From an optimization exercise on the open Yosys and OpenROAD flow, aimed at small area and a short achievable clock period; shortcuts taken in it are not production practice. The RTL was checked by simulation tests, not by an equivalence proof against the original design. Power figures rest on the tool's default switching activity, not on a simulated workload.

job 546:
Design riscv_data_mem, start of the top module:
module riscv_data_mem (
    input  logic        clk,
    input  logic        reset,
    input  logic        MemWrite,
    input  logic [2:0]  funct3,
    input  logic [31:0] Mem_WrAddr,
    input  logic [31:0] Mem_WrData,
    output logic [31:0] ReadData,
    output logic        misaligned,
    output logic [7:0]  led,
    output logic        timer_irq
);
    logic [31:0] r_mem [64];
    logic [63:0] r_mtime;
    logic [31:0] r_mtimecmp;
    logic [7:0]  r_led;
    logic        r_irq;
    logic        hi_zero, is_ram, is_mmio;
    logic        sel_lo, sel_hi, sel_cmp, sel_stat, sel_led;
    assign hi_zero  = Mem_WrAddr[31:11] == '0;
    assign is_ram   = hi_zero && Mem_WrAddr[10:8] == 3'b000;
    assign is_mmio  = hi_zero && Mem_WrAddr[10:5] == 6'b100000;
    assign sel_lo   = is_mmio && Mem_WrAddr[4:2] == 3'd0;
    assign sel_hi   = is_mmio && Mem_WrAddr[4:2] == 3'd1;
    assign sel_cmp  = is_mmio && Mem_WrAddr[4:2] == 3'd2;
  ...
==> flow/config.mk <==
export PLATFORM = sky130hd
export DESIGN_NAME = riscv_data_mem
export DESIGN_NICKNAME = riscv_data_mem
export VERILOG_FILES = /design/flow/design.v
export SDC_FILE = /design/flow/constraint.sdc
export NUM_CORES = 4
export LEC_CHECK = 0
export CAP_MARGIN = 20
export CORE_MARGIN = 2
export CORE_UTILIZATION = 65
export SETUP_SLACK_MARGIN = 3
export SLEW_MARGIN = 20
export SYNTH_HIERARCHICAL = 1
==> flow/constraint.sdc <==
create_clock -name core_clock -period 7.0 [get_ports {clk}]
set_input_delay 1.4000 -clock core_clock [delete_from_list [all_inputs] [get_ports {clk}]]
set_output_delay 1.4000 -clock core_clock [all_outputs]
set_load 0.01 [all_outputs]
run.sh (not shown) runs the stock make flow with config.mk's settings and CLKGATE_MAP_FILE= SYNTH_SCRIPT=/design/flow/synth_recipe.tcl, a recipe that flattens the netlist after the stock synthesis.
> inputs changed (job 546 -> job 4185)
# job 546
export LEC_CHECK = 0
export CAP_MARGIN = 20
export CORE_MARGIN = 2
export CORE_UTILIZATION = 65
export SETUP_SLACK_MARGIN = 3
export SLEW_MARGIN = 20
export SYNTH_HIERARCHICAL = 1
create_clock -name core_clock -period 7.0 [get_ports {clk}]
# job 4185
export LEC_CHECK = 0
export CAP_MARGIN = 20
export CORE_MARGIN = 2
export CORE_UTILIZATION = 65
export CTS_BUF_LIST = sky130_fd_sc_hd__clkbuf_16
export CTS_CLUSTER_DIAMETER = 60
export CTS_CLUSTER_SIZE = 20
export SETUP_SLACK_MARGIN = 3
export SLEW_MARGIN = 20
export SYNTH_HIERARCHICAL = 1
export TNS_END_PERCENT = 10
create_clock -name core_clock -period 7.0 [get_ports {clk}]
Job 4185: no failed stages, no open violations at the end
Job 546 | status: complete | timing, DRC, antenna: pass
The count of TritonRoute iterations in the first routing pass in job 4185 sits 2 above the value recorded for job 546.
In job 4185, part of the cycle the worst path needs is lower than in job 546.
Relative to job 546, via count has decreased by 1.1% in job 4185.
Job 546 → job 4185: number of inserted diodes rose by 12, clock-buffer cell count fell by 37%, total clock buffers created by CTS fell by 62, worst stage delay on the critical path rose by 190 ps.
Job 4185 vs job 546 — wire length climbed slightly
Compared with job 546, job 4185 shows a lower shortest clock period the worst path allows after layout.
Of job 4185 and job 546, the higher total stage count of the critical path belongs to job 546.

Another version of the RTL of riscv_data_mem (not shown whole).
For scale: ~2200 flip-flops, about 110 I/O pins.
make LEC_CHECK=0 CAP_MARGIN=20 CORE_MARGIN=2 CORE_UTILIZATION=65 SETUP_SLACK_MARGIN=3 SLEW_MARGIN=20 SYNTH_HIERARCHICAL=1 TNS_END_PERCENT=10 finish   # period 7.0 ns
Change:
- CTS_BUF_LIST: unset -> sky130_fd_sc_hd__clkbuf_16
- CTS_CLUSTER_DIAMETER: unset -> 60
- CTS_CLUSTER_SIZE: unset -> 20
Effect:
- The new run finished clean
- clock power fell by about 20%
- total power fell by 7.1%
- non-clock buffer count rose by 38
- maximum frequency fell by 0.71%
- clock-buffer cell count fell by 107
- area after synthesis does not change
- core utilization fell by 0.85 points
- worst setup slack got worse by 39 ps
- wire length fell by 0.56%
- cell count fell by 0.92%
- critical path depth fell by 1

[port drivers added, routing unchanged]
The results above use ideal ports. As a check the final layouts listed here were re-extracted and re-timed, cells and wires unchanged. Step 1: set_driving_cell puts a clkbuf_16 on clk and a buf_2 on each other input, an assumption about the parent block. Step 2 also shifts input and output timing later by t, the mid clock arrival at the registers, as if the neighbouring blocks saw the same clock. Three values: ideal ports, drivers, drivers and shift; two values: the first two.
run | shift t [ns] | setup WS [ns] | worst setup path after step 2 | slew at the worst register clock pin (ns) | cell pins on the clock port's net
job 546 | 0.904 | 1.505 / 1.354 / 1.354 | input to output | 0.07 / 0.07 | 1
job 4185 | 0.889 | 1.526 / 1.256 / 1.256 | input to output | 0.08 / 0.08 | 1
the first run of note 2 | 0.901 | 1.592 / 1.235 / 1.235 | input to output | 0.07 / 0.07 | 1
the second run of note 2 | 0.885 | 1.553 / 1.221 / 1.221 | input to output | 0.08 / 0.08 | 1
After both steps setup and hold are still met in every run listed. For the first run of note 2, which loses most, drivers alone change the setup slack by -0.357 ns; drivers and shift together by -0.357 ns.
